Source: an optimization exercise on an open RTL-to-GDS flow (aim: small area, a short achievable clock period and few clock cycles per item). Production flows keep margins and buffers that such runs may drop. At most, simulation tests tie the RTL to the original design; equivalence was not proved. For run 1, only the layout was checked, not whether the RTL still works. Power and IR drop assume default switching activity.

==> design.v <==
module factorial_core #(
    parameter int unsigned MAX_N = 20
) (
    input  logic             clk,
    input  logic             reset_n,
    input  logic             fifo_empty,
    input  logic [31:0]      fifo_dout,
    output logic             fifo_rd_en,
    output logic [63:0]      result,
    output logic             result_valid,
    input  logic             result_ready,
    output logic             overflow,
    output logic             busy
);
    logic        r_pend;     
    logic        r_v0;       
    logic        r_v1;       
    logic [4:0]  r_c0;       
    logic [4:0]  r_c1;       
    logic [4:0]  w_code;
    logic        w_hs;
    logic        w_rd;
    logic        w_rdok;
    logic        w_rdhs;
    logic [63:0] w_fact;
    assign w_code = {fifo_dout[4:3] | {2{|fifo_dout[31:5]}}, fifo_dout[2:0]};
    assign w_hs = r_v0 && result_ready;
    assign w_rdok = !r_v1 && !(r_v0 && r_pend);
    assign w_rdhs = r_v0 && (r_v1 || r_pend);
    assign w_rd   = !fifo_empty && (w_rdok || (w_rdhs && result_ready));
    logic w_l000;
    logic w_l001;
    logic w_l002;
    logic w_l003;
    logic w_l004;
    logic w_l005;
    logic w_l006;
    logic w_l007;
    logic w_l008;
    logic w_l009;
    logic w_l010;
    logic w_l011;
    logic w_l012;
    logic w_l013;
    logic w_l014;
    logic w_l015;
    logic w_l016;
    logic w_l017;
    logic w_l018;
    logic w_l019;
    logic w_l020;
    logic w_l021;
    logic w_l022;
    logic w_l023;
    logic w_l024;
    logic w_l025;
    logic w_l026;
    logic w_l027;
    logic w_l028;
    logic w_l029;
    logic w_l030;
    logic w_l031;
    logic w_l032;
    logic w_l033;
    logic w_l034;
    logic w_l035;
    logic w_l036;
    logic w_l037;
    logic w_l038;
    logic w_l039;
    logic w_l040;
    logic w_l041;
    assign w_l014 = r_c0[4] & ~r_c0[3];
    assign w_l015 = w_l014 & ~r_c0[2];
    assign w_fact[39] = w_l015 & r_c0[1];
    assign w_fact[47] = w_fact[39] & ~r_c0[0];
    assign w_l016 = ~(r_c0[1] | r_c0[0]);
    assign w_l017 = w_l016 & w_l014;
    assign w_fact[54] = w_l017 & r_c0[2];
    assign w_l018 = r_c0[1] & r_c0[0];
    assign w_fact[53] = w_l018 & w_l015;
    assign w_fact[55] = w_fact[53] | w_fact[54];
    assign w_l019 = ~r_c0[4] & r_c0[3];
    assign w_l020 = w_l019 & r_c0[2];
    assign w_fact[13] = w_l020 & ~r_c0[0];
    assign w_l021 = ~(w_l018 | w_l016);
    assign w_l022 = w_l021 & w_l015;
    assign w_fact[27] = w_l022 | w_fact[13];
    assign w_l023 = w_fact[27] & ~r_c0[1];
    assign w_fact[23] = w_l023 | w_fact[55];
    assign w_l024 = ~(w_l021 | r_c0[2]);
    assign w_l025 = w_l021 & r_c0[2];
    assign w_l026 = ~(w_l025 | w_l024);
    assign w_l027 = w_l018 & ~r_c0[2];
    assign w_fact[11] = ~w_l027 & w_l019;
    assign w_l028 = ~(w_l019 | w_l015);
    assign w_l029 = ~w_l028 & r_c0[1];
    assign w_l030 = w_l015 & ~r_c0[1];
    assign w_l031 = ~(w_l030 | w_l017);
    assign w_l032 = w_l026 & w_l019;
    assign w_fact[18] = w_l032 | ~w_l031;
    assign w_l033 = w_fact[18] & ~r_c0[2];
    assign w_fact[16] = w_l033 | w_l029;
    assign w_l034 = ~w_fact[16] & w_fact[11];
    assign w_l035 = w_l019 & ~r_c0[2];
    assign w_l036 = w_l035 & r_c0[1];
    assign w_fact[10] = w_l036 | w_l034;
    assign w_l037 = w_fact[10] & r_c0[0];
    assign w_l038 = w_l020 & r_c0[0];
    assign w_fact[41] = w_l017 | w_l015;
    assign w_l039 = ~(w_fact[41] | w_l038);
    assign w_fact[25] = ~w_l039 | w_l037;
    assign w_fact[37] = w_fact[25] & w_l026;
    assign w_fact[46] = w_fact[37] & w_fact[23];
    assign w_fact[42] = w_fact[54] | w_fact[47];
    assign w_l040 = ~(w_l039 | w_fact[10]);
    assign w_l041 = ~(w_l040 | w_fact[27]);
    assign w_fact[26] = ~(w_l041 | w_fact[42]);
    assign w_l000 = w_fact[26] & r_c0[1];
    assign w_fact[36] = w_l000 | w_fact[46];
    assign w_fact[45] = w_fact[54] | w_fact[39];
    assign w_fact[17] = w_l029 & ~w_l027;
    assign w_fact[20] = w_fact[17] | w_l017;
    assign w_l001 = w_fact[20] & w_fact[27];
    assign w_fact[34] = w_l001 | ~w_l031;
    assign w_l002 = r_c0[1] & ~r_c0[0];
    assign w_fact[33] = ~w_l002 & w_l015;
    assign w_fact[32] = ~(w_l039 | w_l026);
    assign w_fact[31] = w_fact[46] | w_fact[47];
    assign w_fact[44] = w_l015 & ~r_c0[0];
    assign w_fact[29] = w_l038 | w_l030;
    assign w_fact[30] = w_fact[29] | w_l001;
    assign w_fact[24] = w_fact[29] & ~w_fact[27];
    assign w_l003 = ~w_l002 & w_l020;
    assign w_fact[28] = w_l003 | w_fact[24];
    assign w_l004 = w_fact[16] & ~w_fact[53];
    assign w_fact[22] = w_l004 & w_fact[25];
    assign w_fact[21] = w_fact[20] | w_l037;
    assign w_l005 = ~(w_fact[32] | w_fact[27]);
    assign w_fact[19] = ~(w_l005 | w_fact[44]);
    assign w_fact[15] = ~(w_l028 | r_c0[1]);
    assign w_l006 = w_l002 & w_l035;
    assign w_fact[14] = w_l006 | w_l003;
    assign w_l007 = ~(r_c0[4] | r_c0[3]);
    assign w_fact[4] = w_l007 & r_c0[2];
    assign w_l008 = w_fact[4] & r_c0[1];
    assign w_l009 = w_l035 & ~r_c0[1];
    assign w_fact[7] = w_l009 | w_l008;
    assign w_l010 = ~(w_fact[7] | w_l020);
    assign w_l011 = ~(w_l010 | w_l021);
    assign w_fact[12] = w_l011 | w_l036;
    assign w_fact[40] = w_l040 & ~w_fact[47];
    assign w_fact[9] = w_l008 | w_l006;
    assign w_l012 = w_fact[4] & w_l018;
    assign w_fact[8] = w_l012 | w_l035;
    assign w_fact[6] = w_l007 & w_l025;
    assign w_fact[5] = w_fact[4] & r_c0[0];
    assign w_fact[3] = w_fact[4] & ~r_c0[1];
    assign w_fact[2] = w_l007 & w_l027;
    assign w_l013 = w_l007 & ~r_c0[2];
    assign w_fact[1] = w_l013 & r_c0[1];
    assign w_fact[0] = w_l013 & ~r_c0[1];
    assign { w_fact[63:56], w_fact[52:48], w_fact[43], w_fact[38], w_fact[35] } = { 2'h0, w_fact[54], 4'h0, w_fact[55], w_fact[39], 1'h0, w_fact[47], w_fact[42], w_fact[46], w_fact[39], w_fact[31], w_fact[31] };
    assign fifo_rd_en   = w_rd;
    assign result       = w_fact;
    assign overflow     = r_c0 > 5'(MAX_N);
    assign result_valid = r_v0;
    assign busy         = r_v0 || r_pend;
    logic w_v0;
    logic w_v1;
    always_comb begin
        if (r_v0) begin
            w_v0 = !w_hs || r_v1 || r_pend;
            w_v1 = !w_hs && (r_v1 || r_pend);
        end else begin
            w_v0 = r_pend;
            w_v1 = 1'b0;
        end
    end
    always_ff @(posedge clk or negedge reset_n) begin
        if (!reset_n) begin
            r_pend <= 1'b0;
            r_v0   <= 1'b0;
            r_v1   <= 1'b1;
        end else begin
            r_pend <= w_rd;
            r_v0   <= w_v0;
            r_v1   <= w_v1;
        end
    end
    always_ff @(posedge clk) begin
        if (w_hs || !r_v0) r_c0 <= r_v1 ? r_c1 : w_code;
        if (w_hs || !r_v1) r_c1 <= w_code;
    end
endmodule
==> flow/run.sh <==
#!/bin/bash
set -euo pipefail
export BUFFER_PORTS_ARGS="-buffer_cell sky130_fd_sc_hd__buf_1"
export SETUP_SLACK_MARGIN=5.6
export SKIP_REPAIR_TIE_FANOUT=1
for step in synth floorplan place cts route finish; do
  bash standard.sh "$step" > "log_$step.txt" 2>&1
done
==> standard.sh <==
#!/bin/bash
# synth_recipe.tcl (not shown) runs the flow's synth.tcl, then flattens the netlist and writes it again
# the make line also repeats each setting of config.mk as NAME=value (left out here)
make -C /OpenROAD-flow-scripts/flow DESIGN_CONFIG=/design/flow/config.mk WORK_HOME=/design/flow/orfs CLKGATE_MAP_FILE= SYNTH_SCRIPT=/design/flow/synth_recipe.tcl "${@:-finish}"
==> config.mk <==
export PLATFORM = sky130hd
export DESIGN_NAME = factorial_core
export DESIGN_NICKNAME = factorial_core
export VERILOG_FILES = /design/flow/design.v
export SDC_FILE = /design/flow/constraint.sdc
export NUM_CORES = 4
export LEC_CHECK = 0
export ABC_AREA = 1
export CAP_MARGIN = 20
export CORE_MARGIN = 2
export CORE_UTILIZATION = 40
export SLEW_MARGIN = 20
==> constraint.sdc <==
create_clock -name core_clock -period 10.0 [get_ports {clk}]
set_input_delay 2.0000 -clock core_clock [delete_from_list [all_inputs] [get_ports {clk}]]
set_output_delay 2.0000 -clock core_clock [all_outputs]
set_load 0.01 [all_outputs]
==> implementation parameters, run 1 <==
Parameter                              Value

Global routing
  Congestion Overflow GR    0
  First-pass GRT wire length    4367 um
  Vias in the first global route    1092
  GRT Util Overall    15.71%
  Initial antenna violation count    0
  Pin count of the biggest net entering global routing    13

Timing
  Number of max-slew violations in the final report    0
  Part of the cycle the worst path needs    46.12%
  Sum of negative setup slack    0 ps
  Worst setup slack after layout    5388 ps
  Shortest period the worst path allows    4612 ps
  RSZ-0062 raised after global routing    yes
  Timing-limited maximum frequency    216.8 MHz
  Hold Vio Cnt, Final    0
  Setup-violating endpoint count in the final report    0
  Clock skew    2.730 ps

Logic synthesis
  Seq/Total Area, Yosys    29.86%
  Net count of the mapped netlist    217
  Post-synthesis sequential element count    13
  Total number of yosys warnings    1
  Syn Std Cell Area    1261 sq um
  Fraction of registers with async set/reset    23.08%
  Mapped Avg Cell Area    7.125 sq um
  Top_reg_cell synth    sky130_fd_sc_hd__edfxtp_1
  Number of enable-type register cells in the synthesized netlist    10
  Post-Syn Instances    177
  Count of distinct cell types in the synthesized netlist    32

Floorplanning
  Std cell rows    20
  Initial standard-cell utilization of the core    41.65%
  Die width    60.15 um
  Height of the die    60.15 um
  Boundary pin count    104
  Die Outline Area    3618 sq um
  Area inside the core boundary    3028 sq um

Finish
  Number of non-filler instances in the completed layout    310
  Post-layout utilization of the core    56.32%
  Final Net Count    307
  Area added between synthesis and finish    35.22%
  Inserted Diodes    0
  Layout cell share with drive strength beyond 1    20.68%

Clock network
  Clock buffer depth    2
  H-tree depth reported by CTS    1
  Number of buffers inserted for hold repair after clock tree synthesis    0
  Clock tree from TritonCTS    done
  Root Buffer    sky130_fd_sc_hd__clkbuf_4
  Clock Pin Slew Worst Setup and Hold Paths    70 ps
  Total clock buffers created by CTS    3
  Clk Latency, worst-skew pair    270 ps
  Sinks on Clock Net    13

Setup path
  Cells on worst reg2reg path    3
  Category of the worst setup path launch point    input pin
  Launch point of the critical path    result_ready
  Crit path DAT    2610 ps
  Worst R2R Setup Slack    8860 ps
  Req. time, crit path    8000 ps
  Reg-to-reg critical path endpoint    r_c0[3]$_DFFE_PP_
  RR Startpoint    r_v1$_DFF_PN1_
  Critical-path maximum fanout    3
  Endpoint class of the critical path    primary output
  Classification of the worst setup path    in2out

Min path
  Hold Crit Depth    2
  Hold/Removal Path Class    reg2reg
  Worst-case hold path end point    r_c0[2]$_DFFE_PP_
  Launch point of the worst hold path    r_c1[2]$_DFFE_PP_

Drt
  Number of DRC violations after detailed-routing iteration 0    63
  DRC violations left    0
  Post-DRT Antenna Nets    0
  Wire length on met2    1533 um
  Total vias in the final route    1370
  Drt via density    4.419
  Met3 layer wire length in the routed design    200 um
  Metal1 wirelength    1301 um
  DR WL/cell    9.806 um
  Highest layer used for signal routing    met4
  Pre-Repair DR Iteration Count    4
  Total wire length    3040 um

Run status
  Outcome    finished clean

Pwr
  Total power divided by cell area    125.8 nW/um^2
  Leak Pwr    0.0007755 uW
  Part of the total power dissipated in combinational logic    51.3%
  Switching power total    90.66 uW
  Sw frac    42.26%
  Cell internal power dissipation    123.9 uW
  Clock power frac    14.7%
  Share of power burned in registers    34.1%
  Peak supply drop    90.90 uV

Placed design
  Half-perimeter wire length after detailed placement    2467 um
  Pre-CTS setup slack    5278 ps
  Final RePlAce weighted congestion    0.8225
  PortBufs    96
  Cell total after placement    299

Job
  Number of max-cap violations    0
## worst max-delay path, stage by stage
cell and delay [ps]:
sky130_fd_sc_hd__buf_6 90, sky130_fd_sc_hd__or2_4 240, sky130_fd_sc_hd__nor2_4 100, sky130_fd_sc_hd__nor3b_4 50, sky130_fd_sc_hd__buf_2 130
## power groups by stage
stage | logic [uW] | clock network, uW | registers, uW
3_5_place_dp | 92.1 | 0 | 77.5
4_1_cts | 104 | 32.2 | 72.9
5_1_grt | 123 | 34.8 | 74.2
3_3_place_gp | 91.6 | 0 | 77.5
6_report | 110 | 31.5 | 73.1
2_1_floorplan | 69.2 | 0 | 73.0
## timing repair
action,4_1_cts,5_1_grt
gates resized for setup,5,10
hold endpoints to repair,0,0
pin swaps,1,0
buffers inserted,4,3
setup endpoints to repair,15,11
## layer usage
| layer | track usage (%) | vias to the layer above |
|---|---|---|
| met5 | 0 | - |
| met4 | 3.810 | 0 |
| met3 | 1.948 | 2 |
| met2 | 29.35 | 54 |
| met1 | 18.80 | 588 |
| li1 | - | 726 |
## cells in the final DEF (no fill, tap or decap), drive strengths merged
| cell type | instances |
|---|---|
| a21boi | 1 |
| a21oi | 3 |
| and3 | 1 |
| buf | 99 |
| clkbuf | 8 |
| conb | 1 |
| dfrtp | 2 |
| dfstp | 1 |
| edfxtp | 10 |
| ha | 4 |
| inv | 27 |
| nand2 | 46 |
| nand3 | 10 |
| nand3b | 2 |
| nor2 | 33 |
| nor3 | 1 |
| nor3b | 1 |
| nor4 | 6 |
| o21ai | 7 |
| o21bai | 1 |
| o22ai | 1 |
| or2 | 1 |
## cells by family after synthesis
| logic type | synth area share (%) |
|---|---|
| simple gates | 39.78 |
| flops | 29.86 |
| fa+ha+maj | 3.968 |
| compound gates | 7.739 |
| buf+inv | 18.35 |
| other cells | 0.2973 |
## cell usage after synthesis, types with 2 or more instances
| library cell | number | area (sq um) |
|---|---|---|
| sky130_fd_sc_hd__ha_1 | 4 | 50.05 |
| sky130_fd_sc_hd__nor2_2 | 7 | 43.79 |
| sky130_fd_sc_hd__o21ai_0 | 4 | 20.02 |
| sky130_fd_sc_hd__nand3_2 | 5 | 50.05 |
| sky130_fd_sc_hd__edfxtp_1 | 10 | 300.3 |
| sky130_fd_sc_hd__o21ai_1 | 2 | 10.01 |
| sky130_fd_sc_hd__clkbuf_1 | 2 | 7.510 |
| sky130_fd_sc_hd__nand2_1 | 42 | 157.7 |
| sky130_fd_sc_hd__inv_1 | 20 | 75.07 |
| sky130_fd_sc_hd__nor4_1 | 6 | 37.54 |
| sky130_fd_sc_hd__nand2_2 | 2 | 12.51 |
| sky130_fd_sc_hd__inv_2 | 6 | 22.52 |
| sky130_fd_sc_hd__nor2_1 | 24 | 90.09 |
| sky130_fd_sc_hd__nand3_1 | 5 | 25.02 |
| sky130_fd_sc_hd__nand3b_1 | 2 | 15.01 |
| sky130_fd_sc_hd__a21oi_1 | 2 | 10.01 |
| sky130_fd_sc_hd__dfrtp_1 | 2 | 50.05 |
| sky130_fd_sc_hd__nand2_4 | 2 | 22.52 |
| sky130_fd_sc_hd__nor2_4 | 2 | 22.52 |
| sky130_fd_sc_hd__buf_4 | 16 | 120.1 |
## cell type report
| type | count | area [sq um] |
|---|---|---|
| clock buffer | 4 | 26.28 |
| fill | 315 | 1323 |
| multi-input combinational | 119 | 716.9 |
| tap | 44 | 55.05 |
| inverter | 27 | 103.9 |
| timing repair buffer | 103 | 426.7 |
| sequential | 13 | 376.6 |
## worst max path at each step
stage,end,slack [ps],cells past startpoint
2_1_floorplan,fifo_rd_en,5570,3
3_3_place_gp,fifo_rd_en,5300,5
3_5_place_dp,fifo_rd_en,5280,5
4_1_cts,fifo_rd_en,5390,5
5_1_grt,fifo_rd_en,5370,5
6_report,fifo_rd_en,5390,5
## sequential cells by signal, indices dropped and copies added (netlist names)
signal  cells
r_c0        5
r_c1        5
r_pend      1
r_v0        1
r_v1        1
## per-stage QoR
step,hold slack [ps],total power [uW],area [sq um]
global placement,501.5,169.1,1573
floorplan,488.2,142.3,1285
global route,565.1,232.0,1705
CTS,520.3,208.9,1655
detailed placement,503.1,169.6,1573
finish,517.7,214.6,1705
==> run 2: changes to the inputs <==
--- a/design.v
+++ b/design.v
@@ -12,22 +12,24 @@
     output logic             overflow,
     output logic             busy
 );
-    logic        r_pend;     
-    logic        r_v0;       
-    logic        r_v1;       
+    logic        r_ok;
+    logic        r_hs;
+    logic        r_z;
+    logic        w_pend;     
+    logic        w_v0;       
+    logic        w_v1;       
     logic [4:0]  r_c0;       
     logic [4:0]  r_c1;       
     logic [4:0]  w_code;
     logic        w_hs;
     logic        w_rd;
-    logic        w_rdok;
-    logic        w_rdhs;
     logic [63:0] w_fact;
     assign w_code = {fifo_dout[4:3] | {2{|fifo_dout[31:5]}}, fifo_dout[2:0]};
-    assign w_hs = r_v0 && result_ready;
-    assign w_rdok = !r_v1 && !(r_v0 && r_pend);
-    assign w_rdhs = r_v0 && (r_v1 || r_pend);
-    assign w_rd   = !fifo_empty && (w_rdok || (w_rdhs && result_ready));
+    assign w_pend = r_hs && !r_z;
+    assign w_v0   = r_ok ? r_z : r_hs;
+    assign w_v1   = !r_ok && r_hs && r_z;
+    assign w_hs   = w_v0 && result_ready;
+    assign w_rd   = !fifo_empty && (r_ok || (r_hs && result_ready));
     logic w_l000;
     logic w_l001;
     logic w_l002;
@@ -164,32 +166,34 @@
     assign fifo_rd_en   = w_rd;
     assign result       = w_fact;
     assign overflow     = r_c0 > 5'(MAX_N);
-    assign result_valid = r_v0;
-    assign busy         = r_v0 || r_pend;
-    logic w_v0;
-    logic w_v1;
+    assign result_valid = w_v0;
+    assign busy         = w_v0 || w_pend;
+    logic w_nv0;
+    logic w_nv1;
+    logic w_nok;
     always_comb begin
-        if (r_v0) begin
-            w_v0 = !w_hs || r_v1 || r_pend;
-            w_v1 = !w_hs && (r_v1 || r_pend);
+        if (w_v0) begin
+            w_nv0 = !w_hs || w_v1 || w_pend;
+            w_nv1 = !w_hs && (w_v1 || w_pend);
         end else begin
-            w_v0 = r_pend;
-            w_v1 = 1'b0;
+            w_nv0 = w_pend;
+            w_nv1 = 1'b0;
         end
+        w_nok = !w_nv1 && !(w_nv0 && w_rd);
     end
     always_ff @(posedge clk or negedge reset_n) begin
         if (!reset_n) begin
-            r_pend <= 1'b0;
-            r_v0   <= 1'b0;
-            r_v1   <= 1'b1;
+            r_ok <= 1'b0;
+            r_hs <= 1'b0;
+            r_z  <= 1'b0;
         end else begin
-            r_pend <= w_rd;
-            r_v0   <= w_v0;
-            r_v1   <= w_v1;
+            r_ok <= w_nok;
+            r_hs <= w_nok ? (w_rd && !w_nv0) : 1'b1;
+            r_z  <= w_nok ? w_nv0 : w_nv1;
         end
     end
     always_ff @(posedge clk) begin
-        if (w_hs || !r_v0) r_c0 <= r_v1 ? r_c1 : w_code;
-        if (w_hs || !r_v1) r_c1 <= w_code;
+        if (w_hs || !w_v0) r_c0 <= w_v1 ? r_c1 : w_code;
+        if (w_hs || !w_v1) r_c1 <= w_code;
     end
 endmodule
==> implementation parameters, run 2 <==
Parameter                              Value

Run status
  Outcome    finished clean

Finish
  Final instance area    1702 sq um
  Area added between synthesis and finish    33.07%
  Most frequent standard cell in the layout excluding fill and tap cells    sky130_fd_sc_hd__buf_1
  Registers with the highest flip-flop counts    r_c0 (5), r_c1 (5)
  Area used by multi-input combinational logic    716.9 sq um
  Layout cell share with drive strength beyond 1    19.56%
  Area taken by flip-flops and latches    375.4 sq um
  Inserted Diodes    0
  Most frequent cells in the layout    sky130_fd_sc_hd__buf_1 (89), sky130_fd_sc_hd__nand2_1 (44), sky130_fd_sc_hd__nor2_1 (23), sky130_fd_sc_hd__inv_1 (19), sky130_fd_sc_hd__edfxtp_1 (10)
  Fillers    331
  Number of non-filler instances in the completed layout    315
  Post-layout utilization of the core    55.74%
  Final Net Count    312

Setup path
  RR Startpoint    r_ok$_DFF_PN0_
  Category of the worst setup path launch point    input pin
  Req. time, crit path    8000 ps
  Classification of the worst setup path    in2out
  Critical-path maximum fanout    3
  Reg-to-reg critical path endpoint    r_c1[4]$_DFFE_PP_
  Endpoint class of the critical path    primary output
  Worst R2R Setup Slack    8810 ps
  Crit path DAT    2420 ps
  Cells on worst reg2reg path    4

Floorplanning
  Std cell rows    20
  Height of the die    60.54 um
  Area inside the core boundary    3053 sq um
  Die Outline Area    3665 sq um
  Die width    60.54 um
  Initial standard-cell utilization of the core    41.89%
  Boundary pin count    104

Timing
  Setup-violating endpoint count in the final report    0
  Shortest period the worst path allows    4418 ps
  RSZ-0062 raised after global routing    yes
  Clock skew    1.014 ps
  Part of the cycle the worst path needs    44.18%
  Post-Route Hold Slack    516.1 ps
  Timing-limited maximum frequency    226.4 MHz
  Sum of negative setup slack    0 ps
  Hold Vio Cnt, Final    0
  Number of max-slew violations in the final report    0

Drt
  Number of DRC violations after detailed-routing iteration 0    44
  DRC violations left    0
  Total vias in the final route    1410
  Post-DRT Antenna Nets    0
  Total wire length    3183 um
  Drt via density    4.476
  DR WL/cell    10.10 um
  Pre-Repair DR Iteration Count    4

Global routing
  Initial antenna violation count    0
  Vias in the first global route    1251
  Congestion Overflow GR    0
  First-pass GRT wire length    5140 um
  Pin count of the biggest net entering global routing    13
  GRT Util Overall    17.94%

Logic synthesis
  Most common library cells after synthesis    sky130_fd_sc_hd__nand2_1 (47), sky130_fd_sc_hd__nor2_1 (23), sky130_fd_sc_hd__inv_1 (22), sky130_fd_sc_hd__buf_4 (16), sky130_fd_sc_hd__edfxtp_1 (10)
  Area fraction of the dominant cell type after synthesis    23.48%
  Cell with the most instances after synthesis    sky130_fd_sc_hd__nand2_1
  Count of distinct cell types in the synthesized netlist    29
  Post-synthesis sequential element count    13
  Synth top area cells    sky130_fd_sc_hd__edfxtp_1 (23%), sky130_fd_sc_hd__nand2_1 (14%), sky130_fd_sc_hd__buf_4 (9.4%)
  Seq/Total Area, Yosys    29.35%
  Mapped Avg Cell Area    6.988 sq um
  Post-Syn Instances    183
  Total number of yosys warnings    1
  Syn Std Cell Area    1279 sq um
  Fraction of registers with async set/reset    23.08%
  Net count of the mapped netlist    223
  Number of enable-type register cells in the synthesized netlist    10
  Top_reg_cell synth    sky130_fd_sc_hd__edfxtp_1
  Synth area leader    sky130_fd_sc_hd__edfxtp_1

Pwr
  Clock power frac    14.9%
  Sw frac    41.50%
  Switching power total    85.34 uW
  Share of power burned in registers    36.8%
  Cell internal power dissipation    120.3 uW
  Leak Pwr    0.0008003 uW
  Peak supply drop    77.05 uV
  Total power divided by cell area    120.8 nW/um^2
  Part of the total power dissipated in combinational logic    48.3%

Placed design
  Cell total after placement    306
  Final RePlAce weighted congestion    0.8678
  PortBufs    96
  Placed standard-cell area    1570 sq um
  Half-perimeter wire length after detailed placement    2682 um

Min path
  Worst-case hold path end point    r_c0[4]$_DFFE_PP_
  Hold/Removal Path Class    reg2reg
  Launch point of the worst hold path    r_c1[4]$_DFFE_PP_
  Hold Crit Depth    2

Clock network
  Sinks on Clock Net    13
  H-tree depth reported by CTS    1
  Total clock buffers created by CTS    3
  Clock buffer depth    2
  Clock tree from TritonCTS    done
  Clock Pin Slew Worst Setup and Hold Paths    70 ps
  Clk Latency, worst-skew pair    260 ps
  Root Buffer    sky130_fd_sc_hd__clkbuf_4

Job
  Number of max-cap violations    0
==> run 2: power groups by stage <==
stage          clock (uW)  combinational [uW]  sequential, uW
2_1_floorplan           0                59.9            75.4
6_report             30.7                99.4            75.6
3_3_place_gp            0                78.8            80.5
3_5_place_dp            0                78.9            80.5
5_1_grt              35.1                 112            76.5
4_1_cts              32.1                93.3            74.8
==> run 2: worst max-delay path, cell delays in order <==
cell and delay [ps]:
sky130_fd_sc_hd__buf_8 80, sky130_fd_sc_hd__nand2_4 50, sky130_fd_sc_hd__a21oi_4 140, sky130_fd_sc_hd__buf_2 150
==> run 2: repair_timing <==
| item | CTS | global route |
|---|---|---|
| setup endpoints to repair | 15 | 10 |
| buffers inserted | 4 | 1 |
| pin swaps | 1 | 1 |
| gates resized for setup | 6 | 15 |
| hold endpoints to repair | 0 | 0 |
| hold buffers | 0 | 0 |
==> run 2: worst max-delay path by stage <==
stage / slack (ps) / from / end / cells after the start
4_1_cts: 5570 / result_ready / fifo_rd_en / 4
3_3_place_gp: 5490 / result_ready / fifo_rd_en / 4
6_report: 5580 / result_ready / fifo_rd_en / 4
2_1_floorplan: 5700 / result_ready / fifo_rd_en / 2
5_1_grt: 5570 / result_ready / fifo_rd_en / 4
3_5_place_dp: 5450 / result_ready / fifo_rd_en / 4
==> run 2: cell type report <==
cell class | instances | share of cell area [%]
tap | 44 | 3.235
multi-input combinational | 124 | 42.13
timing repair buffer | 101 | 24.49
sequential | 13 | 22.06
inverter | 29 | 6.544
clock buffer | 4 | 1.544
==> run 2: cell families after synthesis <==
group,share of synthesized area [%]
simple gates,40.22
buf+inv,18.40
compound gates,7.828
flops,29.35
fa+ha+maj,3.914
other cells,0.2933
==> run 2: routing by layer <==
metal | vias to the layer above | global-route usage [%] | wire length [um]
met4 | 0 | 4.969 | 21
met2 | 50 | 35.87 | 1731
li1 | 738 | - | -
met3 | 2 | 0.8529 | 148
met1 | 620 | 20.45 | 1281
met5 | - | 0 | 0
==> run 2: metrics by stage <==
step / power, uW / worst slack [ps]
after floorplan: 135.3 / 5697
after global placement: 159.4 / 5486
after detailed placement: 159.4 / 5453
after CTS: 200.2 / 5566
after global routing: 223.5 / 5570
final: 205.6 / 5582
Testbench counts of run 2, summed over its fixed seeds: cycles 1,048, items 1,024.
==> run 3: changes to the inputs <==
==> flow/run.sh (replaced) <==
#!/bin/bash
set -euo pipefail
export BUFFER_PORTS_ARGS="-buffer_cell sky130_fd_sc_hd__buf_1"
export SETUP_SLACK_MARGIN=5.3
export SKIP_REPAIR_TIE_FANOUT=1
for step in synth floorplan place cts route finish; do
  bash standard.sh "$step" > "log_$step.txt" 2>&1
done
==> implementation parameters, run 3 <==
Parameter                              Value

Run status
  Outcome    finished clean

Finish
  Layout cell share with drive strength beyond 1    13.01%
  Most frequent cells in the layout    sky130_fd_sc_hd__buf_1 (96), sky130_fd_sc_hd__nand2_1 (47), sky130_fd_sc_hd__nor2_1 (23), sky130_fd_sc_hd__inv_1 (22), sky130_fd_sc_hd__edfxtp_1 (10)
  Final Net Count    310
  Most frequent standard cell in the layout excluding fill and tap cells    sky130_fd_sc_hd__buf_1
  Registers with the highest flip-flop counts    r_c0 (5), r_c1 (5)
  Fillers    340
  Area added between synthesis and finish    26.61%
  Inserted Diodes    0

Pwr
  Switching power total    80.03 uW
  Share of power burned in registers    38.9%
  Sw frac    41.73%
  Cell internal power dissipation    111.8 uW
  Total power divided by cell area    118.5 nW/um^2
  Peak supply drop    72.51 uV
  Part of the total power dissipated in combinational logic    45.1%
  Clock power frac    15.9%
  Leak Pwr    0.0007592 uW

Global routing
  Congestion Overflow GR    0
  Met3 Resource Use GR    0.8529%
  Gr busiest metal    met2
  GR Util met2    33.70%
  Vias in the first global route    1215
  First-pass GRT wire length    4919 um
  Met1 Use GR    20.05%
  GRT Util Overall    17.01%
  Initial antenna violation count    0
  Pin count of the biggest net entering global routing    13

Setup path
  Worst R2R Setup Slack    8880 ps
  Cells on worst reg2reg path    4
  Crit path DAT    2540 ps
  Endpoint class of the critical path    primary output
  Category of the worst setup path launch point    input pin
  RR Startpoint    r_hs$_DFF_PN0_
  Req. time, crit path    8000 ps
  Reg-to-reg critical path endpoint    r_c0[1]$_DFFE_PP_
  Classification of the worst setup path    in2out
  Critical-path maximum fanout    3

Placed design
  PortBufs    96
  Pre-CTS setup slack    5453 ps
  Final RePlAce weighted congestion    0.8678
  Half-perimeter wire length after detailed placement    2682 um

Min path
  Worst-case hold path end point    r_c0[4]$_DFFE_PP_
  Hold/Removal Path Class    reg2reg
  Hold Crit Depth    2
  Launch point of the worst hold path    r_c1[4]$_DFFE_PP_

Clock network
  Clock tree from TritonCTS    done
  Clock Pin Slew Worst Setup and Hold Paths    70 ps
  Sinks on Clock Net    13
  H-tree depth reported by CTS    1
  Total clock buffers created by CTS    3
  Clock buffer depth    2
  Clk Latency, worst-skew pair    260 ps
  Root Buffer    sky130_fd_sc_hd__clkbuf_4
  Number of buffers inserted for hold repair after clock tree synthesis    0

Logic synthesis
  Post-synthesis sequential element count    13
  Total number of yosys warnings    1
  Count of distinct cell types in the synthesized netlist    29
  Most common library cells after synthesis    sky130_fd_sc_hd__nand2_1 (47), sky130_fd_sc_hd__nor2_1 (23), sky130_fd_sc_hd__inv_1 (22), sky130_fd_sc_hd__buf_4 (16), sky130_fd_sc_hd__edfxtp_1 (10)
  Number of enable-type register cells in the synthesized netlist    10
  Seq/Total Area, Yosys    29.35%
  Synth area leader    sky130_fd_sc_hd__edfxtp_1
  Syn Std Cell Area    1279 sq um
  Cell with the most instances after synthesis    sky130_fd_sc_hd__nand2_1
  Fraction of registers with async set/reset    23.08%
  Area fraction of the dominant cell type after synthesis    23.48%
  Post-Syn Instances    183
  Net count of the mapped netlist    223
  Mapped Avg Cell Area    6.988 sq um
  Synth top area cells    sky130_fd_sc_hd__edfxtp_1 (23%), sky130_fd_sc_hd__nand2_1 (14%), sky130_fd_sc_hd__buf_4 (9.4%)
  Top_reg_cell synth    sky130_fd_sc_hd__edfxtp_1

Drt
  Total vias in the final route    1387
  Drt via density    4.431
  Post-DRT Antenna Nets    0
  DRC violations left    0
  Total wire length    3066 um
  Number of DRC violations after detailed-routing iteration 0    31
  Pre-Repair DR Iteration Count    4
  DR WL/cell    9.796 um

Timing
  Worst setup slack after layout    5458 ps
  Sum of negative setup slack    0 ps
  Shortest period the worst path allows    4542 ps
  Hold Vio Cnt, Final    0
  Clock skew    0.2141 ps
  Part of the cycle the worst path needs    45.42%
  RSZ-0062 raised after global routing    no
  Setup-violating endpoint count in the final report    0
  Timing-limited maximum frequency    220.2 MHz
  Number of max-slew violations in the final report    0
  Post-Route Hold Slack    516.2 ps

Job
  Number of max-cap violations    0

Floorplanning
  Height of the die    60.54 um
  Boundary pin count    104
  Initial standard-cell utilization of the core    41.89%
  Std cell rows    20
  Die Outline Area    3665 sq um
  Die width    60.54 um
  Area inside the core boundary    3053 sq um
==> run 3: repair_timing <==
| item | CTS | global route |
|---|---|---|
| setup endpoints to repair | 8 | 9 |
| buffers inserted | 1 | 2 |
| cloned | 0 | 0 |
| endpoints found under the hold margin | 0 | 0 |
| pin swaps | 0 | 0 |
| resized for setup | 0 | 0 |
==> run 3: metal layers <==
layer	share of wire (%)	vias up
met5	0	-
met4	0	0
met3	5.1	0
met2	53	49
met1	42	606
li1	-	732
==> run 3: power by group through the flow <==
stage	sequential, uW	clock (uW)	combinational (uW)
after floorplan	75.4	0	59.9
after global placement	80.5	0	78.8
after detailed placement	80.5	0	78.9
after CTS	75.8	32.1	83.8
after global routing	75.6	35.1	98.7
final	74.7	30.6	86.5
==> run 3: logic make-up after synthesis <==
logic type	Yosys count	share of synthesized area (%)
other	1	0.2933
AND/OR/NAND/NOR	105	40.22
adder cells (fa/ha/maj)	4	3.914
AO/OA/AOI/OAI	14	7.828
flip-flops	13	29.35
buffers and inverters	46	18.40
==> run 3: worst max-delay path by stage <==
stage	end	depth (start not counted)	slack (ps)	start
after floorplan	fifo_rd_en	2	5700	result_ready
after global placement	fifo_rd_en	4	5490	result_ready
after detailed placement	fifo_rd_en	4	5450	result_ready
after CTS	result[35]	13	5340	r_c0[0]$_DFFE_PP_
after global routing	result[35]	13	5300	r_c0[0]$_DFFE_PP_
final	fifo_rd_en	4	5460	result_ready
==> run 3: cell type report <==
cell class                      count  area [sq um]  share of cell area [%]
Multi-Input combinational cell    124         668.1                   41.27
Timing Repair Buffer               99         382.9                   23.65
Sequential cell                    13         375.4                   23.18
Inverter                           29         111.4                   6.878
Tap cell                           44         55.05                   3.400
Clock buffer                        4         26.28                   1.623
==> run 3: critical path, stage by stage <==
cell,delay [ps]
sky130_fd_sc_hd__buf_1,110
sky130_fd_sc_hd__nand2_1,60
sky130_fd_sc_hd__a21oi_1,190
sky130_fd_sc_hd__buf_1,170
==> run 3: metrics by stage <==
| stage | cells | instance area, sq um | total power [uW] | utilization, % |
|---|---|---|---|---|
| 2_1_floorplan | 183 | 1279 | 135.3 | - |
| 3_3_place_gp | 306 | 1570 | 159.4 | 51.43 |
| 3_5_place_dp | 306 | 1570 | 159.4 | 51.43 |
| 4_1_cts | 311 | 1604 | 191.7 | 52.54 |
| 5_1_grt | 313 | 1619 | 209.4 | 53.03 |
| 6_report | 313 | 1619 | 191.8 | 53.03 |
==> run 4: changes to the inputs <==
==> flow/run.sh (replaced) <==
#!/bin/bash
set -euo pipefail
export BUFFER_PORTS_ARGS="-buffer_cell sky130_fd_sc_hd__buf_1"
export SETUP_SLACK_MARGIN=5.45
export SKIP_REPAIR_TIE_FANOUT=1
for step in synth floorplan place cts route finish; do
  bash standard.sh "$step" > "log_$step.txt" 2>&1
done
--- a/config.mk
+++ b/config.mk
@@ -5,7 +5,6 @@
 export SDC_FILE = /design/flow/constraint.sdc
 export NUM_CORES = 4
 export LEC_CHECK = 0
-export ABC_AREA = 1
 export CAP_MARGIN = 20
 export CORE_MARGIN = 2
 export CORE_UTILIZATION = 40
==> implementation parameters, run 4 <==
Parameter                              Value

Clock network
  Clock tree from TritonCTS    done
  Root Buffer    sky130_fd_sc_hd__clkbuf_4
  H-tree depth reported by CTS    1
  Clock Pin Slew Worst Setup and Hold Paths    80 ps
  Clk Latency, worst-skew pair    280 ps
  Clock buffer depth    2
  Sinks on Clock Net    13
  Total clock buffers created by CTS    3

Timing
  Number of max-slew violations in the final report    0
  Sum of negative setup slack    0 ps
  Timing-limited maximum frequency    224.1 MHz
  Worst-case headroom to the max-slew limit    57.62%
  Post-Route Hold Slack    553.5 ps
  Clock skew    2.188 ps
  Slew at the pin closest to its max-slew limit    635.7 ps
  Hold Vio Cnt, Final    0
  RSZ-0062 raised after global routing    no
  Setup-violating endpoint count in the final report    0
  Shortest period the worst path allows    4463 ps
  Part of the cycle the worst path needs    44.63%

Finish
  Most frequent standard cell in the layout excluding fill and tap cells    sky130_fd_sc_hd__buf_1
  Final instance area    1700 sq um
  Most frequent cells in the layout    sky130_fd_sc_hd__buf_1 (95), sky130_fd_sc_hd__nor2_1 (20), sky130_fd_sc_hd__nand2_1 (13), sky130_fd_sc_hd__a21oi_1 (13), sky130_fd_sc_hd__inv_1 (12)
  Area added between synthesis and finish    26.42%
  Registers with the highest flip-flop counts    r_c0 (5), r_c1 (5)
  Final Net Count    298
  Layout cell share with drive strength beyond 1    10.12%
  Inserted Diodes    0

Global routing
  GRT Util Overall    16.84%
  Initial antenna violation count    0
  Pin count of the biggest net entering global routing    20
  Vias in the first global route    1174
  Congestion Overflow GR    0
  First-pass GRT wire length    4864 um

Setup path
  Endpoint class of the critical path    primary output
  Category of the worst setup path launch point    input pin
  Worst R2R Setup Slack    8530 ps
  RR Startpoint    r_ok$_DFF_PN0_
  Cells on worst reg2reg path    2
  Launch point of the critical path    result_ready
  Reg-to-reg critical path endpoint    r_c1[1]$_DFFE_PP_
  Crit path DAT    2460 ps
  Classification of the worst setup path    in2out
  Critical-path maximum fanout    8
  Capture point of the worst path    fifo_rd_en
  Req. time, crit path    8000 ps

Drt
  Post-DRT Antenna Nets    0
  DRC violations left    0
  DR WL/cell    11.14 um
  Pre-Repair DR Iteration Count    4
  Drt via density    4.983
  Total vias in the final route    1510
  Total wire length    3376 um
  Number of DRC violations after detailed-routing iteration 0    81

Logic synthesis
  Post-Syn Instances    174
  Total number of yosys warnings    1
  Count of distinct cell types in the synthesized netlist    45
  Synth top area cells    sky130_fd_sc_hd__edfxtp_1 (22%), sky130_fd_sc_hd__buf_4 (8.9%), sky130_fd_sc_hd__dfrtp_1 (5.6%)
  Mapped Avg Cell Area    7.730 sq um
  Top_reg_cell synth    sky130_fd_sc_hd__edfxtp_1
  Synth area leader    sky130_fd_sc_hd__edfxtp_1
  Fraction of registers with async set/reset    23.08%
  Number of enable-type register cells in the synthesized netlist    10
  Most common library cells after synthesis    sky130_fd_sc_hd__nor2_1 (20), sky130_fd_sc_hd__buf_4 (16), sky130_fd_sc_hd__inv_1 (14), sky130_fd_sc_hd__a21oi_1 (13), sky130_fd_sc_hd__nand2_1 (13)
  Post-synthesis sequential element count    13
  Syn Std Cell Area    1345 sq um
  Area fraction of the dominant cell type after synthesis    22.33%
  Seq/Total Area, Yosys    27.91%
  Cell with the most instances after synthesis    sky130_fd_sc_hd__nor2_1
  Net count of the mapped netlist    214

Pwr
  Final Power    200.2 uW
  Leak Pwr    0.0006577 uW
  Peak supply drop    93.43 uV
  Total power divided by cell area    117.7 nW/um^2

Floorplanning
  Initial standard-cell utilization of the core    40.95%
  Area inside the core boundary    3284 sq um
  Boundary pin count    104
  Die Outline Area    3842 sq um
  Die width    61.99 um
  Std cell rows    21
  Height of the die    61.99 um

Job
  Number of max-cap violations    0

Run status
  Outcome    finished clean

Min path
  Hold/Removal Path Class    reg2reg

Placed design
  PortBufs    96
  Final RePlAce weighted congestion    0.8465
  Half-perimeter wire length after detailed placement    2683 um
  Placed standard-cell area    1617 sq um
run 4: critical path, cell delays in order:
cell,delay (ps)
sky130_fd_sc_hd__buf_2,150
sky130_fd_sc_hd__a21oi_1,80
sky130_fd_sc_hd__nor2_1,80
sky130_fd_sc_hd__buf_1,150
run 4: area by class of cell:
class | instances | area, sq um
multi-input combinational | 124 | 785.8
fill | 333 | 1584
timing repair buffer | 101 | 399.1
tap | 46 | 57.56
clock buffer | 4 | 26.28
inverter | 15 | 56.30
sequential | 13 | 375.4
run 4: cells by family after synthesis:
kind of cell	count (synthesis)	synth area share, %
mux	5	4.744
buf+inv	37	15.07
other cells	1	0.2788
xor+xnor	1	0.6513
fa+ha+maj	4	3.721
flops	13	27.91
simple gates	72	27.91
compound gates	41	19.72
run 4: what timing repair did:
| action | in CTS | in global routing |
|---|---|---|
| endpoints found under the setup margin | 13 | 6 |
| hold buffers | 0 | 0 |
| setup buffers | 2 | 3 |
| gates resized for setup | 4 | 2 |
| cloned | 0 | 0 |
| pin swaps | 0 | 1 |
run 4: worst min path at each step:
stage | startpoint | end | slack (ps) | depth (start not counted)
2_1_floorplan | r_hs$_DFF_PN0_ | r_hs$_DFF_PN0_ | 520 | 1
3_5_place_dp | r_c1[0]$_DFFE_PP_ | r_c0[0]$_DFFE_PP_ | 530 | 1
5_1_grt | r_c1[3]$_DFFE_PP_ | r_c0[3]$_DFFE_PP_ | 570 | 1
4_1_cts | r_c1[4]$_DFFE_PP_ | r_c0[4]$_DFFE_PP_ | 560 | 1
3_3_place_gp | r_c1[0]$_DFFE_PP_ | r_c0[0]$_DFFE_PP_ | 530 | 1
6_report | r_c1[4]$_DFFE_PP_ | r_c0[4]$_DFFE_PP_ | 550 | 1
run 4: per-layer routing:
| metal | share of wire, % | track usage (%) | vias up |
|---|---|---|---|
| met3 | 6.9 | 2.070 | 2 |
| met2 | 49 | 30.21 | 72 |
| met1 | 43 | 20.64 | 676 |
| met5 | 0 | 0 | - |
| li1 | - | - | 760 |
| met4 | 0.65 | 5.775 | 0 |
run 4: power breakdown:
part	switching [uW]	internal (uW)	leakage [uW]	total [uW]
combinational	50.8	36.3	0.000514	87.1
clock	17.2	15.5	0.0000150	32.7
sequential	12.5	67.9	0.000129	80.4
total	80.5	120	0.000658	200
run 4: through the flow:
stage	std cells	setup slack [ps]	utilization, %
final	303	5537	51.77
after global routing	303	5482	51.77
after detailed placement	294	5372	49.22
after floorplan	174	5498	-
after CTS	300	5487	50.78
after global placement	294	5454	49.22
==> run 5: changes to the inputs <==
--- a/config.mk
+++ b/config.mk
@@ -5,7 +5,8 @@
 export SDC_FILE = /design/flow/constraint.sdc
 export NUM_CORES = 4
 export LEC_CHECK = 0
+export ABC_AREA = 1
 export CAP_MARGIN = 20
 export CORE_MARGIN = 2
-export CORE_UTILIZATION = 40
+export CORE_UTILIZATION = 62
 export SLEW_MARGIN = 20
==> implementation parameters, run 5 <==
Parameter                              Value

Timing
  RSZ-0062 raised after global routing    no
  Timing-limited maximum frequency    220.1 MHz
  Part of the cycle the worst path needs    45.44%
  Number of max-slew violations in the final report    0
  Clock skew    0.3100 ps
  Sum of negative setup slack    0 ps
  Hold Vio Cnt, Final    0
  Setup-violating endpoint count in the final report    0
  Shortest period the worst path allows    4544 ps

Clock network
  Clock buffer depth    2
  Root Buffer    sky130_fd_sc_hd__clkbuf_4
  Number of buffers inserted for hold repair after clock tree synthesis    0
  Sinks on Clock Net    13
  Clk Latency, worst-skew pair    270 ps
  Clock Pin Slew Worst Setup and Hold Paths    70 ps
  Clock tree from TritonCTS    done
  H-tree depth reported by CTS    1
  Total clock buffers created by CTS    3

Placed design
  Final RePlAce weighted congestion    0.9328
  Half-perimeter wire length after detailed placement    2476 um
  Placed standard-cell area    1549 sq um
  PortBufs    96

Drt
  Post-DRT Antenna Nets    0
  Pre-Repair DR Iteration Count    4
  Total wire length    3181 um
  DRC violations left    0
  Number of DRC violations after detailed-routing iteration 0    28
  Total vias in the final route    1436
  DR WL/cell    10.78 um
  Drt via density    4.868

Run status
  Outcome    finished clean

Global routing
  GRT Util Overall    26.12%
  Congestion Overflow GR    0
  Pin count of the biggest net entering global routing    13
  Vias in the first global route    1335
  First-pass GRT wire length    5119 um
  Initial antenna violation count    0

Logic synthesis
  Cell with the most instances after synthesis    sky130_fd_sc_hd__nand2_1
  Mapped Avg Cell Area    6.988 sq um
  Area fraction of the dominant cell type after synthesis    23.48%
  Synth top area cells    sky130_fd_sc_hd__edfxtp_1 (23%), sky130_fd_sc_hd__nand2_1 (14%), sky130_fd_sc_hd__buf_4 (9.4%)
  Post-Syn Instances    183
  Syn Std Cell Area    1279 sq um
  Seq/Total Area, Yosys    29.35%
  Post-synthesis sequential element count    13
  Net count of the mapped netlist    223
  Fraction of registers with async set/reset    23.08%
  Top_reg_cell synth    sky130_fd_sc_hd__edfxtp_1
  Total number of yosys warnings    1
  Most common library cells after synthesis    sky130_fd_sc_hd__nand2_1 (47), sky130_fd_sc_hd__nor2_1 (23), sky130_fd_sc_hd__inv_1 (22), sky130_fd_sc_hd__buf_4 (16), sky130_fd_sc_hd__edfxtp_1 (10)
  Synth area leader    sky130_fd_sc_hd__edfxtp_1
  Number of enable-type register cells in the synthesized netlist    10
  Count of distinct cell types in the synthesized netlist    29

Floorplanning
  Die width    49.42 um
  Boundary pin count    104
  Height of the die    49.42 um
  Area inside the core boundary    1962 sq um
  Initial standard-cell utilization of the core    65.18%
  Std cell rows    16
  Die Outline Area    2442 sq um

Min path
  Hold/Removal Path Class    reg2reg

Setup path
  Endpoint class of the critical path    primary output
  Cell with the largest stage delay on the worst path    sky130_fd_sc_hd__a21oi_2
  Critical-path maximum fanout    3
  Category of the worst setup path launch point    input pin
  Delay of the slowest cell on the worst path    180 ps
  Classification of the worst setup path    in2out
  Chain of cells forming the critical path    buf_1, nand2_1, a21oi_2, clkbuf_2
  Crit path DAT    2540 ps
  Worst R2R Setup Slack    8870 ps
  Req. time, crit path    8000 ps

Pwr
  Total power divided by cell area    124.1 nW/um^2
  Peak supply drop    126.5 uV
  Leak Pwr    0.0007576 uW

Finish
  Inserted Diodes    0
  Most frequent cells in the layout    sky130_fd_sc_hd__buf_1 (95), sky130_fd_sc_hd__nand2_1 (47), sky130_fd_sc_hd__nor2_1 (23), sky130_fd_sc_hd__inv_1 (22), sky130_fd_sc_hd__edfxtp_1 (10)
  Final instance area    1608 sq um
  Final Net Count    309
  Layout cell share with drive strength beyond 1    13.81%
  Area added between synthesis and finish    25.73%
  Registers with the highest flip-flop counts    r_c0 (5), r_c1 (5)
  Most frequent standard cell in the layout excluding fill and tap cells    sky130_fd_sc_hd__buf_1

Job
  Number of max-cap violations    0
[run 5: cell count changes after synthesis, moves of 4 or more]
cell and change:
sky130_fd_sc_hd__nand2b_1 -6, sky130_fd_sc_hd__nand2_1 +34, sky130_fd_sc_hd__nand3_1 +4, sky130_fd_sc_hd__inv_2 +5
sky130_fd_sc_hd__nor3_1 -7, sky130_fd_sc_hd__nor2_2 +7, sky130_fd_sc_hd__inv_1 +8, sky130_fd_sc_hd__nand3_2 +5
sky130_fd_sc_hd__o21ai_0 -6, sky130_fd_sc_hd__a21oi_1 -10
[run 5: layout make-up]
type / instances / area, sq um
clock buffer: 4 / 26.28
fill: 160 / 354.1
sequential: 13 / 375.4
tap: 27 / 33.78
timing repair buffer: 98 / 376.6
inverter: 29 / 111.4
multi-input combinational: 124 / 684.4
[run 5: cell families after synthesis]
family	Yosys count	synth area share, %
simple gates	105	40.22
other cells	1	0.2933
flops	13	29.35
buf+inv	46	18.40
fa+ha+maj	4	3.914
compound gates	14	7.828
[run 5: path summary, 6_finish.rpt]
path / start / endpoint / depth (start not counted)
min in group asynchronous: reset_n / r_ok$_DFF_PN0_ / 1
max in group asynchronous: reset_n / r_z$_DFF_PN0_ / 1
worst min-delay path: r_c1[1]$_DFFE_PP_ / r_c0[1]$_DFFE_PP_ / 2
worst max-delay path: result_ready / fifo_rd_en / 4
worst max register to register: r_ok$_DFF_PN0_ / r_c1[3]$_DFFE_PP_ / 4
worst min register to register: r_c1[1]$_DFFE_PP_ / r_c0[1]$_DFFE_PP_ / 2
[run 5: worst max-delay path: cells and delay by family]
family                 cells  cell delay, ps
buffers and inverters      2             270
AND/OR/NAND/NOR            1              90
AO/OA/AOI/OAI              1             180
[run 5: routing by layer]
layer / up-vias / global-route usage [%] / wire length [um] / share of wire, %
met5: - / 0 / 0 / 0
met4: 0 / 10.65 / 82 / 2.6
met3: 11 / 3.067 / 150 / 4.7
met2: 55 / 52.03 / 1725 / 54
met1: 633 / 27.01 / 1222 / 38
li1: 737 / - / - / -
[run 5: power breakdown]
group | leakage [uW] | switching [uW] | internal (uW) | total (uW)
clock | 0.0000150 | 16.3 | 15.5 | 31.8
combinational | 0.000614 | 61.7 | 31.3 | 93.1
sequential | 0.000129 | 7.03 | 67.6 | 74.7
total | 0.000758 | 85.1 | 114 | 200
[run 5: metrics by stage]
step	instances	total power [uW]	worst slack, ps	util [%]	hold slack, ps
after global routing	295	212.2	5415	81.95	548.9
after global placement	289	157.3	5483	78.95	495.8
after floorplan	183	135.3	5697	-	487.4
after detailed placement	289	158.5	5468	78.95	506.3
after CTS	295	193.0	5464	81.06	526.0
final	295	199.5	5456	81.95	523.9
[run 5: timing repair]
| item | in CTS | in global routing |
|---|---|---|
| resized for setup | 0 | 3 |
| setup buffers | 2 | 0 |
| endpoints found under the setup margin | 12 | 7 |
| pin swaps | 0 | 0 |
==> run 6: changes to the inputs <==
--- a/config.mk
+++ b/config.mk
@@ -8,5 +8,5 @@
 export ABC_AREA = 1
 export CAP_MARGIN = 20
 export CORE_MARGIN = 2
-export CORE_UTILIZATION = 62
+export CORE_UTILIZATION = 40
 export SLEW_MARGIN = 20
==> implementation parameters, run 6 <==
Parameter                              Value

Drt
  Pre-Repair DR Iteration Count    4
  Drt via density    4.474
  Total vias in the final route    1396
  Total wire length    3102 um
  Metal1 wirelength    1268 um
  Met3 layer wire length in the routed design    160 um
  Post-DRT Antenna Nets    0
  DR WL/cell    9.942 um
  Number of DRC violations after detailed-routing iteration 0    47
  Highest layer used for signal routing    met4
  DRC violations left    0
  Wire length on met2    1651 um

Logic synthesis
  Total number of yosys warnings    1
  Cell with the most instances after synthesis    sky130_fd_sc_hd__nand2_1
  Synth top area cells    sky130_fd_sc_hd__edfxtp_1 (23%), sky130_fd_sc_hd__nand2_1 (14%), sky130_fd_sc_hd__buf_4 (9.4%)
  Post-synthesis sequential element count    13
  Synth area leader    sky130_fd_sc_hd__edfxtp_1
  Top_reg_cell synth    sky130_fd_sc_hd__edfxtp_1
  Seq/Total Area, Yosys    29.35%
  Area fraction of the dominant cell type after synthesis    23.48%
  Net count of the mapped netlist    223
  Number of enable-type register cells in the synthesized netlist    10
  Most common library cells after synthesis    sky130_fd_sc_hd__nand2_1 (47), sky130_fd_sc_hd__nor2_1 (23), sky130_fd_sc_hd__inv_1 (22), sky130_fd_sc_hd__buf_4 (16), sky130_fd_sc_hd__edfxtp_1 (10)
  Post-Syn Instances    183
  Fraction of registers with async set/reset    23.08%
  Mapped Avg Cell Area    6.988 sq um
  Syn Std Cell Area    1279 sq um
  Count of distinct cell types in the synthesized netlist    29

Timing
  Timing-limited maximum frequency    222.3 MHz
  Part of the cycle the worst path needs    44.99%
  Number of max-slew violations in the final report    0
  Post-Route Hold Slack    516.0 ps
  Hold Vio Cnt, Final    0
  RSZ-0062 raised after global routing    no
  Setup-violating endpoint count in the final report    0
  Shortest period the worst path allows    4499 ps
  Sum of negative setup slack    0 ps
  Clock skew    2.330 ps

Global routing
  Congestion Overflow GR    0
  First-pass GRT wire length    4954 um
  Vias in the first global route    1223
  GRT Util Overall    17.18%
  Initial antenna violation count    0
  Pin count of the biggest net entering global routing    13

Placed design
  PortBufs    96
  Final RePlAce weighted congestion    0.8678
  Half-perimeter wire length after detailed placement    2682 um

Clock network
  Clk Latency, worst-skew pair    260 ps
  Root Buffer    sky130_fd_sc_hd__clkbuf_4
  Clock Pin Slew Worst Setup and Hold Paths    70 ps
  Sinks on Clock Net    13
  H-tree depth reported by CTS    1
  Clock buffer depth    2
  Total clock buffers created by CTS    3
  Clock tree from TritonCTS    done
  Number of buffers inserted for hold repair after clock tree synthesis    0

Setup path
  Req. time, crit path    8000 ps
  Worst R2R Setup Slack    8870 ps
  Endpoint class of the critical path    primary output
  Classification of the worst setup path    in2out
  Category of the worst setup path launch point    input pin
  Kind of cell adding the most delay to the critical path    buffers and inverters
  Cell with the largest stage delay on the worst path    sky130_fd_sc_hd__a21oi_2
  Combined buffer and inverter count along the critical path    2
  Cells on worst reg2reg path    4
  Critical-path maximum fanout    3
  Reg-to-reg critical path endpoint    r_c1[4]$_DFFE_PP_
  Crit path DAT    2500 ps
  Delay of the slowest cell on the worst path    180 ps
  RR Startpoint    r_ok$_DFF_PN0_
  Chain of cells forming the critical path    clkbuf_2, nand2_2, a21oi_2, buf_2

Min path
  Hold Crit Depth    2
  Worst-case hold path end point    r_c0[4]$_DFFE_PP_
  Launch point of the worst hold path    r_c1[4]$_DFFE_PP_
  Hold/Removal Path Class    reg2reg

Finish
  Registers with the highest flip-flop counts    r_c0 (5), r_c1 (5)
  Layout cell share with drive strength beyond 1    14.55%
  Most frequent standard cell in the layout excluding fill and tap cells    sky130_fd_sc_hd__buf_1
  Most frequent cells in the layout    sky130_fd_sc_hd__buf_1 (94), sky130_fd_sc_hd__nand2_1 (46), sky130_fd_sc_hd__nor2_1 (23), sky130_fd_sc_hd__inv_1 (22), sky130_fd_sc_hd__edfxtp_1 (10)
  Area added between synthesis and finish    27.69%
  Fillers    339
  Inserted Diodes    0
  Final Net Count    309

Pwr
  Peak supply drop    76.10 uV
  Total power divided by cell area    120.4 nW/um^2
  Leak Pwr    0.0007610 uW

Job
  Number of max-cap violations    0

Floorplanning
  Initial standard-cell utilization of the core    41.89%
  Area inside the core boundary    3053 sq um
  Std cell rows    20
  Die Outline Area    3665 sq um
  Boundary pin count    104
  Die width    60.54 um
  Height of the die    60.54 um

Run status
  Outcome    finished clean
[run 6: cell count changes in the layout (fill, tap and decap cells not counted)]
cell,before,now
sky130_fd_sc_hd__nand2_2,2,3
sky130_fd_sc_hd__nand2_1,47,46
sky130_fd_sc_hd__buf_2,0,1
sky130_fd_sc_hd__buf_1,95,94
[run 6: kinds of logic after synthesis]
kind of cell | Yosys count | share of synthesized area [%]
and+or+nand+nor | 105 | 40.22
AOI/OAI and AO/OA | 14 | 7.828
DFF | 13 | 29.35
other | 1 | 0.2933
adders and majority gates | 4 | 3.914
buffers and inverters | 46 | 18.40
[run 6: area by class of cell]
type / instances / area, sq um / share of cell area [%]
clock buffer: 4 / 26.28 / 1.609
inverter: 29 / 111.4 / 6.820
multi-input combinational: 124 / 686.9 / 42.07
sequential: 13 / 375.4 / 22.99
tap: 44 / 55.05 / 3.372
timing repair buffer: 98 / 377.9 / 23.14
[run 6: per-stage QoR]
| stage | utilization, % | setup WS, ps | cell area (sq um) | power [uW] | std cells |
|---|---|---|---|---|---|
| floorplan | - | 5697 | 1279 | 135.3 | 183 |
| global placement | 51.43 | 5486 | 1570 | 159.4 | 306 |
| detailed placement | 51.43 | 5453 | 1570 | 159.4 | 306 |
| CTS | 52.79 | 5450 | 1612 | 193.2 | 312 |
| global route | 53.48 | 5457 | 1633 | 214.4 | 312 |
| finish | 53.48 | 5501 | 1633 | 196.7 | 312 |
[run 6: worst max path at each step]
| stage | start | endpoint | slack (ps) | cells after the start |
|---|---|---|---|---|
| floorplan | result_ready | fifo_rd_en | 5700 | 2 |
| global placement | result_ready | fifo_rd_en | 5490 | 4 |
| detailed placement | result_ready | fifo_rd_en | 5450 | 4 |
| CTS | result_ready | fifo_rd_en | 5450 | 4 |
| global route | r_c0[0]$_DFFE_PP_ | result[35] | 5460 | 13 |
| finish | result_ready | fifo_rd_en | 5500 | 4 |
[run 6: report_power, final]
part	leakage, uW	internal, uW	switching (uW)
clock network	0.0000150	15.4	15.5
logic	0.000617	31.4	59.5
registers	0.000129	67.6	7.28
total	0.000761	114	82.3
[run 6: per-layer routing]
metal | up-vias | global-route usage [%]
met2 | 52 | 33.70
met5 | - | 0
li1 | 731 | -
met3 | 2 | 0.8529
met1 | 611 | 20.05
met4 | 0 | 4.969
[run 6: repair_timing]
| action | 4_1_cts | 5_1_grt |
|---|---|---|
| endpoints found under the setup margin | 12 | 8 |
| resized for setup | 0 | 6 |
| pin swaps | 0 | 1 |
| buffers inserted | 2 | 0 |
| endpoints found under the hold margin | 0 | 0 |
[run 6: worst register-to-register path, delay by kind of cell, from the launching register on]
kind                   cells  cell delay (ps)
AND/OR/NAND/NOR            3              370
flip-flops                 1              380
buffers and inverters      1              110
==> run 7: changes to the inputs <==
==> flow/run.sh (replaced) <==
#!/bin/bash
set -euo pipefail
export BUFFER_PORTS_ARGS="-buffer_cell sky130_fd_sc_hd__buf_1"
export SETUP_SLACK_MARGIN=5.45
export SKIP_REPAIR_TIE_FANOUT=1
export CTS_ARGS="-repair_clock_nets -root_buf sky130_fd_sc_hd__clkbuf_4 -buf_list sky130_fd_sc_hd__clkbuf_4 -sink_clustering_enable -sink_clustering_size 20 -sink_clustering_max_diameter 500"
for step in synth floorplan place cts route finish; do
  bash standard.sh "$step" > "log_$step.txt" 2>&1
done
--- a/config.mk
+++ b/config.mk
@@ -8,5 +8,5 @@
 export ABC_AREA = 1
 export CAP_MARGIN = 20
 export CORE_MARGIN = 2
-export CORE_UTILIZATION = 40
+export CORE_UTILIZATION = 55
 export SLEW_MARGIN = 20
==> implementation parameters, run 7 <==
Parameter                              Value

Clock network
  Clock tree from TritonCTS    done
  Root Buffer    sky130_fd_sc_hd__clkbuf_4
  Total clock buffers created by CTS    3
  Number of buffers inserted for hold repair after clock tree synthesis    0
  H-tree depth reported by CTS    1
  Clock Pin Slew Worst Setup and Hold Paths    70 ps
  Sinks on Clock Net    13
  Clk Latency, worst-skew pair    260 ps
  Clock buffer depth    2

Pwr
  Leak Pwr    0.0007592 uW
  Total power divided by cell area    120.9 nW/um^2
  Final Power    193.4 uW
  Peak supply drop    116.9 uV

Logic synthesis
  Post-synthesis sequential element count    13
  Total number of yosys warnings    1
  Mapped Avg Cell Area    6.988 sq um
  Cell with the most instances after synthesis    sky130_fd_sc_hd__nand2_1
  Net count of the mapped netlist    223
  Seq/Total Area, Yosys    29.35%
  Synth top area cells    sky130_fd_sc_hd__edfxtp_1 (23%), sky130_fd_sc_hd__nand2_1 (14%), sky130_fd_sc_hd__buf_4 (9.4%)
  Area fraction of the dominant cell type after synthesis    23.48%
  Post-Syn Instances    183
  Synth area leader    sky130_fd_sc_hd__edfxtp_1
  Syn Std Cell Area    1279 sq um
  Top_reg_cell synth    sky130_fd_sc_hd__edfxtp_1
  Fraction of registers with async set/reset    23.08%
  Number of enable-type register cells in the synthesized netlist    10
  Count of distinct cell types in the synthesized netlist    29
  Most common library cells after synthesis    sky130_fd_sc_hd__nand2_1 (47), sky130_fd_sc_hd__nor2_1 (23), sky130_fd_sc_hd__inv_1 (22), sky130_fd_sc_hd__buf_4 (16), sky130_fd_sc_hd__edfxtp_1 (10)

Setup path
  Chain of cells forming the critical path    buf_1, nand2_1, a21oi_1, clkbuf_2
  Category of the worst setup path launch point    input pin
  Delay of the slowest cell on the worst path    190 ps
  Crit path DAT    2530 ps
  Combined buffer and inverter count along the critical path    2
  Critical-path maximum fanout    3
  Cell with the largest stage delay on the worst path    sky130_fd_sc_hd__a21oi_1
  Kind of cell adding the most delay to the critical path    buffers and inverters
  Classification of the worst setup path    in2out
  Endpoint class of the critical path    primary output
  Req. time, crit path    8000 ps

Global routing
  Pin count of the biggest net entering global routing    13
  Vias in the first global route    1137
  GRT Util Overall    22.15%
  First-pass GRT wire length    4698 um
  Initial antenna violation count    0
  Congestion Overflow GR    0

Finish
  Number of non-filler instances in the completed layout    296
  Final Net Count    309
  Inserted Diodes    0
  Fillers    232
  Most frequent standard cell in the layout excluding fill and tap cells    sky130_fd_sc_hd__buf_1
  Layout cell share with drive strength beyond 1    13.81%
  Most frequent cells in the layout    sky130_fd_sc_hd__buf_1 (95), sky130_fd_sc_hd__nand2_1 (47), sky130_fd_sc_hd__nor2_1 (23), sky130_fd_sc_hd__inv_1 (22), sky130_fd_sc_hd__edfxtp_1 (10)
  Area added between synthesis and finish    25.05%
  Registers with the highest flip-flop counts    r_c0 (5), r_c1 (5)

Floorplanning
  Height of the die    52.22 um
  Std cell rows    17
  Boundary pin count    104
  Area inside the core boundary    2212 sq um
  Die width    52.22 um
  Initial standard-cell utilization of the core    57.81%
  Die Outline Area    2726 sq um

Timing
  Part of the cycle the worst path needs    45.29%
  Shortest period the worst path allows    4529 ps
  Hold Vio Cnt, Final    0
  RSZ-0062 raised after global routing    yes
  Sum of negative setup slack    0 ps
  Timing-limited maximum frequency    220.8 MHz
  Number of max-slew violations in the final report    0
  Setup-violating endpoint count in the final report    0
  Clock skew    0.5069 ps
  Post-Route Hold Slack    511.8 ps

Job
  Number of max-cap violations    0

Placed design
  Final RePlAce weighted congestion    0.9551
  PortBufs    96
  Cell total after placement    290
  Half-perimeter wire length after detailed placement    2441 um

Min path
  Hold/Removal Path Class    reg2reg

Drt
  DR WL/cell    9.764 um
  DRC violations left    0
  Drt via density    4.753
  Total vias in the final route    1407
  Total wire length    2890 um
  Post-DRT Antenna Nets    0
  Pre-Repair DR Iteration Count    4
  Number of DRC violations after detailed-routing iteration 0    16

Run status
  Outcome    finished clean
==> run 7: what timing repair did <==
item / in CTS / in global routing
buffers inserted: 2 / 0
setup endpoints to repair: 12 / 9
cloned: 0 / 0
resized for setup: 0 / 2
pin swaps: 0 / 0
==> run 7: cell families (layout without fill, tap and decap cells) <==
family	count (synthesis)	in the layout	share of synthesized area [%]
AND/OR/NAND/NOR	105	105	40.22
buffers and inverters	46	131	18.40
AO/OA/AOI/OAI	14	14	7.828
flip-flops	13	13	29.35
adder cells (fa/ha/maj)	4	4	3.914
other	1	1	0.2933
==> run 7: metrics by stage <==
| step | area (sq um) | util, % | setup slack (ps) |
|---|---|---|---|
| after floorplan | 1279 | - | 5697 |
| after detailed placement | 1550 | 70.08 | 5461 |
| after global routing | 1599 | 72.29 | 5404 |
| after global placement | 1550 | 70.08 | 5482 |
| final | 1599 | 72.29 | 5471 |
| after CTS | 1595 | 72.12 | 5459 |
==> run 7: tightest hold or removal path: stages (launching register included) <==
cell and delay, ps:
sky130_fd_sc_hd__edfxtp_1 320, sky130_fd_sc_hd__nand2_1 50, sky130_fd_sc_hd__nand2_1 40
==> run 7: final cells by class <==
type / count / area (sq um) / area share [%]
well taps: 28 / 35.03 / 2.191
flip-flops and latches: 13 / 375.4 / 23.47
inverters: 29 / 111.4 / 6.964
multi-input cells: 124 / 670.6 / 41.94
clock buffers: 4 / 30.03 / 1.878
repair buffers: 98 / 376.6 / 23.55
==> run 7: path summary, 6_finish.rpt <==
check                             startpoint                 to  slack [ps]  cells past startpoint
max                             result_ready         fifo_rd_en        5470                      4
min                        r_c1[2]$_DFFE_PP_  r_c0[2]$_DFFE_PP_         510                      2
max reg2reg                   r_hs$_DFF_PN0_  r_c0[4]$_DFFE_PP_        8870                      4
min reg2reg                r_c1[2]$_DFFE_PP_  r_c0[2]$_DFFE_PP_         510                      2
max in group asynchronous            reset_n      r_z$_DFF_PN0_        8330                      1
min in group asynchronous            reset_n     r_ok$_DFF_PN0_        1530                      1
==> run 7: metal layers <==
| layer | share of wire [%] | vias up | global-route usage, % |
|---|---|---|---|
| met4 | 1.8 | 0 | 5.556 |
| met1 | 41 | 610 | 28.28 |
| met5 | 0 | - | 0 |
| met2 | 51 | 55 | 39.66 |
| li1 | - | 736 | - |
| met3 | 6.6 | 6 | 2.571 |
==> run 7: power by group <==
| part | leakage (uW) | internal (uW) | total (uW) | switching [uW] |
|---|---|---|---|---|
| Combinational | 0.000612 | 28.7 | 87.0 | 58.3 |
| Clock | 0.0000184 | 18.1 | 32.1 | 14.1 |
| Sequential | 0.000129 | 67.7 | 74.2 | 6.57 |
| Total | 0.000759 | 114 | 193 | 78.9 |

## static timing again, ports no longer ideal
No port has a modelled driver above. Below, the same layouts with a new extraction and two added sets of constraints. Step 1 assumes that a clkbuf_16 drives the clock port and a buf_2 every other input. Step 2 also shifts input and output timing later by t, the mid clock arrival at the registers, as if the neighbouring blocks saw the same clock. Slacks: ideal / step 1 / step 2; pairs: ideal / step 1.
| run | t, ns | slack for setup (ns) | hold slack, ns | latest minus earliest clock arrival (ns) | slew at the worst register clock pin (ns) |
|---|---|---|---|---|---|
| run 1 | 0.285 | 5.388 / 5.356 / 5.356 | 0.518 / 0.518 / 0.518 | 0.003 / 0.003 | 0.08 / 0.08 |
| run 2 | 0.279 | 5.582 / 5.527 / 5.527 | 0.516 / 0.516 / 0.516 | 0.001 / 0.001 | 0.07 / 0.07 |
| run 3 | 0.278 | 5.458 / 5.435 / 5.435 | 0.516 / 0.516 / 0.516 | 0.000 / 0.000 | 0.07 / 0.07 |
| run 4 | 0.291 | 5.537 / 5.517 / 5.517 | 0.553 / 0.553 / 0.553 | 0.002 / 0.002 | 0.08 / 0.08 |
| run 5 | 0.290 | 5.456 / 5.433 / 5.433 | 0.524 / 0.524 / 0.524 | 0.000 / 0.001 | 0.07 / 0.07 |
| run 6 | 0.280 | 5.501 / 5.477 / 5.477 | 0.516 / 0.516 / 0.516 | 0.003 / 0.002 | 0.08 / 0.08 |
| run 7 | 0.272 | 5.471 / 5.447 / 5.447 | 0.512 / 0.512 / 0.512 | 0.000 / 0.001 | 0.07 / 0.07 |
After both steps every run listed still meets setup and hold. The setup slack of run 2, which loses most, moves by -0.055 ns with the drivers and by -0.055 ns with both steps.
